This is an optimization exercise on Yosys and OpenROAD, whose aim is a short achievable clock period and few clock cycles, not a production implementation.
Function was checked by simulation only, so behaviour that the tests miss may differ from the original.
Power and IR drop assume default switching activity.

## v20
==> module sha1_core, before the edit <==
module sha1_core (
    input  wire logic         clk,
    input  wire logic         rst_n,
    input  wire logic         push,
    input  wire logic [511:0] push_blk,
    input  wire logic         push_first,
    input  wire logic         push_last,
    output logic              q_full,
    output logic              dvalid,
    output logic [159:0]      dig,
    input  wire logic         dtake
);
    localparam logic [2:0] S_IDLE = 3'd0;
    localparam logic [2:0] S_PRE1 = 3'd1;
    localparam logic [2:0] S_PRE2 = 3'd2;
    localparam logic [2:0] S_RND  = 3'd3;
    localparam logic [2:0] S_FOLD = 3'd4;
    logic         q_nonempty, q_pop;
    logic [511:0] q_blk;
    logic         q_first, q_last;
    sha1_sched u_q (
        .clk        (clk),
        .rst_n      (rst_n),
        .push       (push),
        .push_blk   (push_blk),
        .push_first (push_first),
        .push_last  (push_last),
        .pop        (q_pop),
        .full       (q_full),
        .nonempty   (q_nonempty),
        .head_blk   (q_blk),
        .head_first (q_first),
        .head_last  (q_last)
    );
    logic [2:0]  st, st_next;
    logic        s_pre1, s_pre2, s_rnd, s_fold;    
    logic [6:0]  rr, rr_next;        
    logic        pch, pmaj;          
    logic        cur_last;
    logic [31:0] win [0:15];         
    logic [31:0] a, b, c, d, e;
    logic [31:0] y, z, kw, kc, fp, fr;
    logic [31:0] h0, h1, h2, h3, h4;
    logic [31:0] t, mix, mix0, px, pw, np, nr, zsrc;
    logic [31:0] ysum_pre, ysum_pre2, ysum_rnd, zsum, kwsum, kwload;
    logic [31:0] n0, n1, n2, n3, n4;
    logic        fold_ok, load;
    sha1_add2 u_t    (.x ({a[26:0], a[31:27]}), .y (z), .s (t));
    sha1_add2 u_z    (.x (zsrc), .y (y), .s (zsum));
    sha1_add2 u_ypre (.x (e), .y (kw), .s (ysum_pre));
    sha1_add2 u_ypr2 (.x (d), .y (kw), .s (ysum_pre2));
    sha1_add2 u_yrnd (.x (c), .y (kw), .s (ysum_rnd));
    sha1_add2 u_kw   (.x (kc), .y (win[0]), .s (kwsum));
    sha1_add2 u_kwld (.x (sha1_pkg::K0), .y (q_blk[511:480]), .s (kwload));
    sha1_add2 u_n0 (.x (h0), .y (a), .s (n0));
    logic [31:0] m1, m2, m3, m4;
    sha1_add2 u_n1 (.x (h1), .y (a), .s (m1));
    sha1_add2 u_n2 (.x (h2), .y ({b[1:0], b[31:2]}), .s (m2));
    sha1_add2 u_n3 (.x (h3), .y (c), .s (m3));
    sha1_add2 u_n4 (.x (h4), .y (d), .s (m4));
    always_comb
    begin
        if (s_pre1)
        begin
            px = c;
            pw = d;
        end
        else if (s_pre2)
        begin
            px = {b[1:0], b[31:2]};
            pw = c;
        end
        else
        begin
            px = {a[1:0], a[31:2]};
            pw = {b[1:0], b[31:2]};
        end
        if (pch)
        begin
            np = px;
            nr = pw;
        end
        else if (pmaj)
        begin
            np = px | pw;
            nr = px & pw;
        end
        else
        begin
            np = ~(px ^ pw);
            nr = px ^ pw;
        end
        zsrc = (a & fp) | (~a & fr);
        mix  = win[13] ^ win[8] ^ win[2] ^ win[0];
        mix0 = q_blk[511-32*13 -: 32] ^ q_blk[511-32*8 -: 32] ^ q_blk[511-32*2 -: 32] ^ q_blk[511:480];
    end
    always_comb
    begin
        fold_ok = !cur_last || !dvalid;
        load    = 1'b0;
        st_next = st;
        rr_next = rr;
        case (st)
            S_IDLE:
            begin
                if (q_nonempty) load = 1'b1;
            end
            S_PRE1:
            begin
                st_next = S_PRE2;
                rr_next = rr + 7'd1;
            end
            S_PRE2:
            begin
                st_next = S_RND;
                rr_next = rr + 7'd1;
            end
            S_RND:
            begin
                rr_next = rr + 7'd1;
                if (rr == 7'd81) st_next = S_FOLD;
            end
            default:
            begin
                if (fold_ok)
                begin
                    if (q_nonempty) load = 1'b1;
                    else st_next = S_IDLE;
                end
            end
        endcase
        if (load)
        begin
            st_next = S_PRE1;
            rr_next = 7'd0;
        end
        q_pop = load;
    end
    always_ff @(posedge clk or negedge rst_n)
    begin
        if (!rst_n)
        begin
            st     <= S_IDLE;
            s_pre1 <= 1'b0;
            s_pre2 <= 1'b0;
            s_rnd  <= 1'b0;
            s_fold <= 1'b0;
            rr     <= 7'd0;
            dvalid <= 1'b0;
        end
        else
        begin
            st     <= st_next;
            s_pre1 <= (st_next == S_PRE1);
            s_pre2 <= (st_next == S_PRE2);
            s_rnd  <= (st_next == S_RND);
            s_fold <= (st_next == S_FOLD);
            rr     <= rr_next;
            if (s_fold && fold_ok && cur_last)
                dvalid <= 1'b1;
            else if (dtake)
                dvalid <= 1'b0;
        end
    end
    always_ff @(posedge clk)
    begin
        pch  <= (rr_next < 7'd20);
        pmaj <= (rr_next >= 7'd40) && (rr_next < 7'd60);
        if (rr_next < 7'd19)
            kc <= sha1_pkg::K0;
        else if (rr_next < 7'd39)
            kc <= sha1_pkg::K1;
        else if (rr_next < 7'd59)
            kc <= sha1_pkg::K2;
        else
            kc <= sha1_pkg::K3;
        if (s_fold && fold_ok)
        begin
            h0 <= n0;
            h1 <= n1;
            h2 <= n2;
            h3 <= n3;
            h4 <= n4;
            if (cur_last)
                dig <= {n0, n1, n2, n3, n4};
        end
        if (load)
        begin
            cur_last <= q_last;
            if (q_first)
            begin
                h0 <= sha1_pkg::Iv0;
                h1 <= sha1_pkg::Iv1;
                h2 <= sha1_pkg::Iv2;
                h3 <= sha1_pkg::Iv3;
                h4 <= sha1_pkg::Iv4;
                a  <= sha1_pkg::Iv1;
                b  <= sha1_pkg::Iv1;
                c  <= sha1_pkg::Iv2;
                d  <= sha1_pkg::Iv3;
                e  <= sha1_pkg::Iv4;
            end
            else if (s_fold)
            begin
                a <= n1;
                b <= n1;
                c <= n2;
                d <= n3;
                e <= n4;
            end
            else
            begin
                a <= h1;
                b <= h1;
                c <= h2;
                d <= h3;
                e <= h4;
            end
        end
        if (load)
        begin
            for (int i = 0; i < 15; i++)
                win[i] <= q_blk[511-32*(i+1) -: 32];
            win[15] <= {mix0[30:0], mix0[31]};
            kw <= kwload;
        end
        else
        begin
            for (int i = 0; i < 15; i++)
                win[i] <= win[i+1];
            win[15] <= {mix[30:0], mix[31]};
            kw <= kwsum;
        end
        fp <= np;
        fr <= nr;
        if (!s_fold)
        begin
            n1 <= m1;
            n2 <= m2;
            n3 <= m3;
            n4 <= m4;
        end
        if (s_pre1)
            y <= ysum_pre;
        else if (s_pre2)
            y <= ysum_pre2;
        else
            y <= ysum_rnd;
        z <= zsum;
        if (s_pre2)
            a <= h0;
        if (s_rnd)
        begin
            e <= d;
            d <= c;
            c <= {b[1:0], b[31:2]};
            b <= a;
            a <= t;
        end
    end
endmodule
clock: 6.0 ns
lec_check: 0
abc_clock_period_in_ps: 2500
cap_margin: 20
cell_pad_in_sites_detail_placement: 1
cell_pad_in_sites_global_placement: 2
core_margin: 2
core_utilization: 40
setup_slack_margin: 3.3
slew_margin: 20
run.sh (not shown) runs the stock make flow with config.mk's settings and CLKGATE_MAP_FILE= SYNTH_SCRIPT=/design/flow/synth_recipe.tcl, a recipe that flattens the netlist after the stock synthesis.
Both conditions hold for v20: the flow ran to the end and the final layout passed the timing, DRC and antenna checks.
Testbench counts of v20, summed over its fixed seeds: cycles 28,332.
Edits applied to the flow inputs when going from v20 to v23:
--- a/flow/design.v
+++ b/flow/design.v
@@ -1,8 +1,8 @@
 `default_nettype none
 package sha1_pkg;
-    localparam int NumEng = 2;    
+    localparam int NumEng = 3;    
     localparam logic [31:0] Iv0 = 32'h67452301;
     localparam logic [31:0] Iv1 = 32'hefcdab89;
     localparam logic [31:0] Iv2 = 32'h98badcfe;
     localparam logic [31:0] Iv3 = 32'h10325476;
     localparam logic [31:0] Iv4 = 32'hc3d2e1f0;
@@ -109,10 +109,11 @@
     logic [6:0]  rr, rr_next;        
     logic        pch, pmaj;          
     logic        cur_last;
     logic [31:0] win [0:15];         
     logic [31:0] a, b, c, d, e;
+    logic [31:0] ab;                 
     logic [31:0] y, z, kw, kc, fp, fr;
     logic [31:0] h0, h1, h2, h3, h4;
     logic [31:0] t, mix, mix0, px, pw, np, nr, zsrc;
     logic [31:0] ysum_pre, ysum_pre2, ysum_rnd, zsum, kwsum, kwload;
     logic [31:0] n0, n1, n2, n3, n4;
@@ -264,26 +265,29 @@
                 h0 <= sha1_pkg::Iv0;
                 h1 <= sha1_pkg::Iv1;
                 h2 <= sha1_pkg::Iv2;
                 h3 <= sha1_pkg::Iv3;
                 h4 <= sha1_pkg::Iv4;
+                ab <= sha1_pkg::Iv0;
                 a  <= sha1_pkg::Iv1;
                 b  <= sha1_pkg::Iv1;
                 c  <= sha1_pkg::Iv2;
                 d  <= sha1_pkg::Iv3;
                 e  <= sha1_pkg::Iv4;
             end
             else if (s_fold)
             begin
+                ab <= n0;
                 a <= n1;
                 b <= n1;
                 c <= n2;
                 d <= n3;
                 e <= n4;
             end
             else
             begin
+                ab <= h0;
                 a <= h1;
                 b <= h1;
                 c <= h2;
                 d <= h3;
                 e <= h4;
@@ -318,11 +322,11 @@
             y <= ysum_pre2;
         else
             y <= ysum_rnd;
         z <= zsum;
         if (s_pre2)
-            a <= h0;
+            a <= ab;
         if (s_rnd)
         begin
             e <= d;
             d <= c;
             c <= {b[1:0], b[31:2]};
Findings:
Compared with v20, v23 shows a higher HPWL after detailed placement. Summary of the comparison: global routing met3 resource utilization is higher in v23, relative to v20. Looking at worst hold slack, v23 sits 32 ps lower than v20 does. Compared with v20, v23 shows area of the mapped netlist that has gone up by more than a quarter. What v20 reported for number of buffers inserted to repair setup after CTS has to be multiplied by 1.9 to get the figure for v23.
Testbench counts of v23, summed over its fixed seeds: cycles 26,570.

* * *

== v6 ==
sha1_hash_engine_unit, a different RTL version from the one above (not shown whole).
Size in the first run: ~22000 cells after synthesis, about 5500 flip-flops, roughly 51 I/O pins, roughly 0.24 sq mm of cells after synthesis.
==> module sha1_core, before the edit <==
module sha1_core (
    input  wire logic         clk,
    input  wire logic         rst_n,
    input  wire logic         push,
    input  wire logic [511:0] push_blk,
    input  wire logic         push_first,
    input  wire logic         push_last,
    output logic              q_full,
    output logic              dvalid,
    output logic [159:0]      dig,
    input  wire logic         dtake
);
    localparam logic [2:0] S_IDLE = 3'd0;
    localparam logic [2:0] S_PRE1 = 3'd1;
    localparam logic [2:0] S_PRE2 = 3'd2;
    localparam logic [2:0] S_RND  = 3'd3;
    localparam logic [2:0] S_FOLD = 3'd4;
    logic         q_nonempty, q_pop;
    logic [511:0] q_blk;
    logic         q_first, q_last;
    sha1_sched u_q (
        .clk        (clk),
        .rst_n      (rst_n),
        .push       (push),
        .push_blk   (push_blk),
        .push_first (push_first),
        .push_last  (push_last),
        .pop        (q_pop),
        .full       (q_full),
        .nonempty   (q_nonempty),
        .head_blk   (q_blk),
        .head_first (q_first),
        .head_last  (q_last)
    );
    logic [2:0]  st, st_next;
    logic        s_pre1, s_pre2, s_rnd, s_fold;    
    logic [6:0]  rr, rr_next;        
    logic        pch, pmaj;          
    logic        cur_last;
    logic [31:0] win [0:15];         
    logic [31:0] a, b, c, d, e;
    logic [31:0] ab;                 
    logic [31:0] y, z, kw, kc, fp, fr;
    logic [31:0] h0, h1, h2, h3, h4;
    logic [31:0] t, mix, mix0, px, pw, np, nr;
    logic [31:0] ysum_pre, ysum_pre2, ysum_rnd, zsum, kwsum, kwload;
    logic [31:0] n0, n1, n2, n3, n4;
    logic        fold_ok, load;
    sha1_add2 u_t    (.x ({a[26:0], a[31:27]}), .y (z), .s (t));
    sha1_add2gp u_z  (
        .g0 ((a & fp & y) | (~a & fr & y)),
        .p0 ((a & (fp ^ y)) | (~a & (fr ^ y))),
        .s  (zsum)
    );
    sha1_add2 u_ypre (.x (e), .y (kw), .s (ysum_pre));
    sha1_add2 u_ypr2 (.x (d), .y (kw), .s (ysum_pre2));
    sha1_add2 u_yrnd (.x (c), .y (kw), .s (ysum_rnd));
    sha1_add2 u_kw   (.x (kc), .y (win[0]), .s (kwsum));
    sha1_add2 u_kwld (.x (sha1_pkg::K0), .y (q_blk[511:480]), .s (kwload));
    sha1_add2 u_n0 (.x (h0), .y (a), .s (n0));
    logic [31:0] m1, m2, m3, m4;
    sha1_add2 u_n1 (.x (h1), .y (a), .s (m1));
    sha1_add2 u_n2 (.x (h2), .y ({b[1:0], b[31:2]}), .s (m2));
    sha1_add2 u_n3 (.x (h3), .y (c), .s (m3));
    sha1_add2 u_n4 (.x (h4), .y (d), .s (m4));
    always_comb
    begin
        if (s_pre1)
        begin
            px = c;
            pw = d;
        end
        else if (s_pre2)
        begin
            px = {b[1:0], b[31:2]};
            pw = c;
        end
        else
        begin
            px = {a[1:0], a[31:2]};
            pw = {b[1:0], b[31:2]};
        end
        if (pch)
        begin
            np = px;
            nr = pw;
        end
        else if (pmaj)
        begin
            np = px | pw;
            nr = px & pw;
        end
        else
        begin
            np = ~(px ^ pw);
            nr = px ^ pw;
        end
        mix  = win[13] ^ win[8] ^ win[2] ^ win[0];
        mix0 = q_blk[511-32*13 -: 32] ^ q_blk[511-32*8 -: 32] ^ q_blk[511-32*2 -: 32] ^ q_blk[511:480];
    end
    always_comb
    begin
        fold_ok = !cur_last || !dvalid;
        load    = 1'b0;
        st_next = st;
        rr_next = rr;
        case (st)
            S_IDLE:
            begin
                if (q_nonempty) load = 1'b1;
            end
            S_PRE1:
            begin
                st_next = S_PRE2;
                rr_next = rr + 7'd1;
            end
            S_PRE2:
            begin
                st_next = S_RND;
                rr_next = rr + 7'd1;
            end
            S_RND:
            begin
                rr_next = rr + 7'd1;
                if (rr == 7'd81) st_next = S_FOLD;
            end
            default:
            begin
                if (fold_ok)
                begin
                    if (q_nonempty) load = 1'b1;
                    else st_next = S_IDLE;
                end
            end
        endcase
        if (load)
        begin
            st_next = S_PRE1;
            rr_next = 7'd0;
        end
        q_pop = load;
    end
    always_ff @(posedge clk or negedge rst_n)
    begin
        if (!rst_n)
        begin
            st     <= S_IDLE;
            s_pre1 <= 1'b0;
            s_pre2 <= 1'b0;
            s_rnd  <= 1'b0;
            s_fold <= 1'b0;
            rr     <= 7'd0;
            dvalid <= 1'b0;
        end
        else
        begin
            st     <= st_next;
            s_pre1 <= (st_next == S_PRE1);
            s_pre2 <= (st_next == S_PRE2);
            s_rnd  <= (st_next == S_RND);
            s_fold <= (st_next == S_FOLD);
            rr     <= rr_next;
            if (s_fold && fold_ok && cur_last)
                dvalid <= 1'b1;
            else if (dtake)
                dvalid <= 1'b0;
        end
    end
    always_ff @(posedge clk)
    begin
        pch  <= (rr_next < 7'd20);
        pmaj <= (rr_next >= 7'd40) && (rr_next < 7'd60);
        if (rr_next < 7'd19)
            kc <= sha1_pkg::K0;
        else if (rr_next < 7'd39)
            kc <= sha1_pkg::K1;
        else if (rr_next < 7'd59)
            kc <= sha1_pkg::K2;
        else
            kc <= sha1_pkg::K3;
        if (s_fold && fold_ok)
        begin
            h0 <= n0;
            h1 <= n1;
            h2 <= n2;
            h3 <= n3;
            h4 <= n4;
            if (cur_last)
                dig <= {n0, n1, n2, n3, n4};
        end
        if (load)
        begin
            cur_last <= q_last;
            if (q_first)
            begin
                h0 <= sha1_pkg::Iv0;
                h1 <= sha1_pkg::Iv1;
                h2 <= sha1_pkg::Iv2;
                h3 <= sha1_pkg::Iv3;
                h4 <= sha1_pkg::Iv4;
                ab <= sha1_pkg::Iv0;
                a  <= sha1_pkg::Iv1;
                b  <= sha1_pkg::Iv1;
                c  <= sha1_pkg::Iv2;
                d  <= sha1_pkg::Iv3;
                e  <= sha1_pkg::Iv4;
            end
            else if (s_fold)
            begin
                ab <= n0;
                a <= n1;
                b <= n1;
                c <= n2;
                d <= n3;
                e <= n4;
            end
            else
            begin
                ab <= h0;
                a <= h1;
                b <= h1;
                c <= h2;
                d <= h3;
                e <= h4;
            end
        end
        if (load)
        begin
            for (int i = 0; i < 15; i++)
                win[i] <= q_blk[511-32*(i+1) -: 32];
            win[15] <= {mix0[30:0], mix0[31]};
            kw <= kwload;
        end
        else
        begin
            for (int i = 0; i < 15; i++)
                win[i] <= win[i+1];
            win[15] <= {mix[30:0], mix[31]};
            kw <= kwsum;
        end
        fp <= np;
        fr <= nr;
        if (!s_fold)
        begin
            n1 <= m1;
            n2 <= m2;
            n3 <= m3;
            n4 <= m4;
        end
        if (s_pre1)
            y <= ysum_pre;
        else if (s_pre2)
            y <= ysum_pre2;
        else
            y <= ysum_rnd;
        z <= zsum;
        if (s_pre2)
            a <= ab;
        if (s_rnd)
        begin
            e <= d;
            d <= c;
            c <= {b[1:0], b[31:2]};
            b <= a;
            a <= t;
        end
    end
endmodule
make LEC_CHECK=0 ABC_CLOCK_PERIOD_IN_PS=2500 CAP_MARGIN=20 CELL_PAD_IN_SITES_DETAIL_PLACEMENT=1 CELL_PAD_IN_SITES_GLOBAL_PLACEMENT=2 CORE_MARGIN=2 CORE_UTILIZATION=40 SETUP_SLACK_MARGIN=3.3 SLEW_MARGIN=20 finish   # period 6.0 ns
Testbench counts of v6, summed over its fixed seeds: cycles 28,332.
Changes in v7 relative to v6:
-- flow/design.v --
<<< v6, line 115
    logic [31:0] y, z, kw, kc, fp, fr;
    logic [31:0] h0, h1, h2, h3, h4;
    logic [31:0] t, mix, mix0, px, pw, np, nr;
    logic [31:0] ysum_pre, ysum_pre2, ysum_rnd, zsum, kwsum, kwload;
    logic [31:0] n0, n1, n2, n3, n4;
    logic        fold_ok, load;
    sha1_add2 u_t    (.x ({a[26:0], a[31:27]}), .y (z), .s (t));
    sha1_add2gp u_z  (
        .g0 ((a & fp & y) | (~a & fr & y)),
        .p0 ((a & (fp ^ y)) | (~a & (fr ^ y))),
        .s  (zsum)
    );
    sha1_add2 u_ypre (.x (e), .y (kw), .s (ysum_pre));
    sha1_add2 u_ypr2 (.x (d), .y (kw), .s (ysum_pre2));
>>> v7, line 115
    logic [31:0] y, z, kw, kc, fp, fr;
    logic [31:0] h0, h1, h2, h3, h4;
    logic [31:0] t, mix, mix0, px, pw, np, nr, zsrc;
    logic [31:0] ysum_pre, ysum_pre2, ysum_rnd, zsum, kwsum, kwload;
    logic [31:0] n0, n1, n2, n3, n4;
    logic        fold_ok, load;
    sha1_add2 u_t    (.x ({a[26:0], a[31:27]}), .y (z), .s (t));
    sha1_add2 u_z    (.x (zsrc), .y (y), .s (zsum));
    sha1_add2 u_ypre (.x (e), .y (kw), .s (ysum_pre));
    sha1_add2 u_ypr2 (.x (d), .y (kw), .s (ysum_pre2));
<<< v6, line 168
            nr = px ^ pw;
        end
        mix  = win[13] ^ win[8] ^ win[2] ^ win[0];
        mix0 = q_blk[511-32*13 -: 32] ^ q_blk[511-32*8 -: 32] ^ q_blk[511-32*2 -: 32] ^ q_blk[511:480];
>>> v7, line 164
            nr = px ^ pw;
        end
        zsrc = (a & fp) | (~a & fr);
        mix  = win[13] ^ win[8] ^ win[2] ^ win[0];
        mix0 = q_blk[511-32*13 -: 32] ^ q_blk[511-32*8 -: 32] ^ q_blk[511-32*2 -: 32] ^ q_blk[511:480];
### Flow results
- v7: number of clock buffers in the layout is 33 higher than what v6 reported.
- The die area was comparable across v6 and v7.
- The combinational cell power on v6 is in line with that on v7.
- Of v6 and v7, v6 shows the higher final wirelength, with v7 below it.
- In the reports for v6 and v7, the smaller final setup slack of the worst path belongs to v6.
- [compare] base=v6 new=v7: cell-internal power climbed 0.77%, fraction of the mapped netlist area in adder cells did not really move, final period utilization lost 3.1 points.
- Compared to v6, v7 has clock buffer count from CTS 5 higher.
- | final cell count without fillers | v7 vs v6 | ≈ equal |
- Summary of v7 over v6: effective utilization at floorplan about even; routability congestion estimate from global placement now larger.
Testbench counts of v7, summed over its fixed seeds: cycles 28,332.

[what the ideal ports hide]
In the flow no input, the clock included, has a driving cell. The finished layouts below were timed again as built, in two steps. Step 1 (the two cells are an assumption about what drives the block):
set clk [get_ports {clk}]
set_driving_cell -lib_cell sky130_fd_sc_hd__clkbuf_16 $clk
set_driving_cell -lib_cell sky130_fd_sc_hd__buf_2 [delete_from_list [all_inputs] $clk]
Step 2 adds t to the input delays and takes it off the output delays; t is the mean of the earliest and latest rising clock arrival at the registers after step 1. Input paths then give back, and output paths get back, about the clock's delay inside the block. Three values: no drivers, after step 1, after step 2; two values: the first two.
run	t (ns)	setup slack, ns	worst hold slack (ns)	latest minus earliest clock arrival (ns)	worst slew at a driven data input, ns
v20	1.234	2.413 / 2.413 / 2.413	0.398 / 0.398 / 0.398	0.099 / 0.098	0.04
v23	1.354	2.114 / 2.114 / 2.114	0.367 / 0.239 / 0.367	0.135 / 0.135	0.12
v6	1.238	2.251 / 2.251 / 2.251	0.378 / 0.378 / 0.378	0.094 / 0.094	0.03
v7	1.256	2.437 / 2.437 / 2.437	0.231 / 0.290 / 0.374	0.093 / 0.094	0.22
After both steps setup and hold are still met in every run listed.
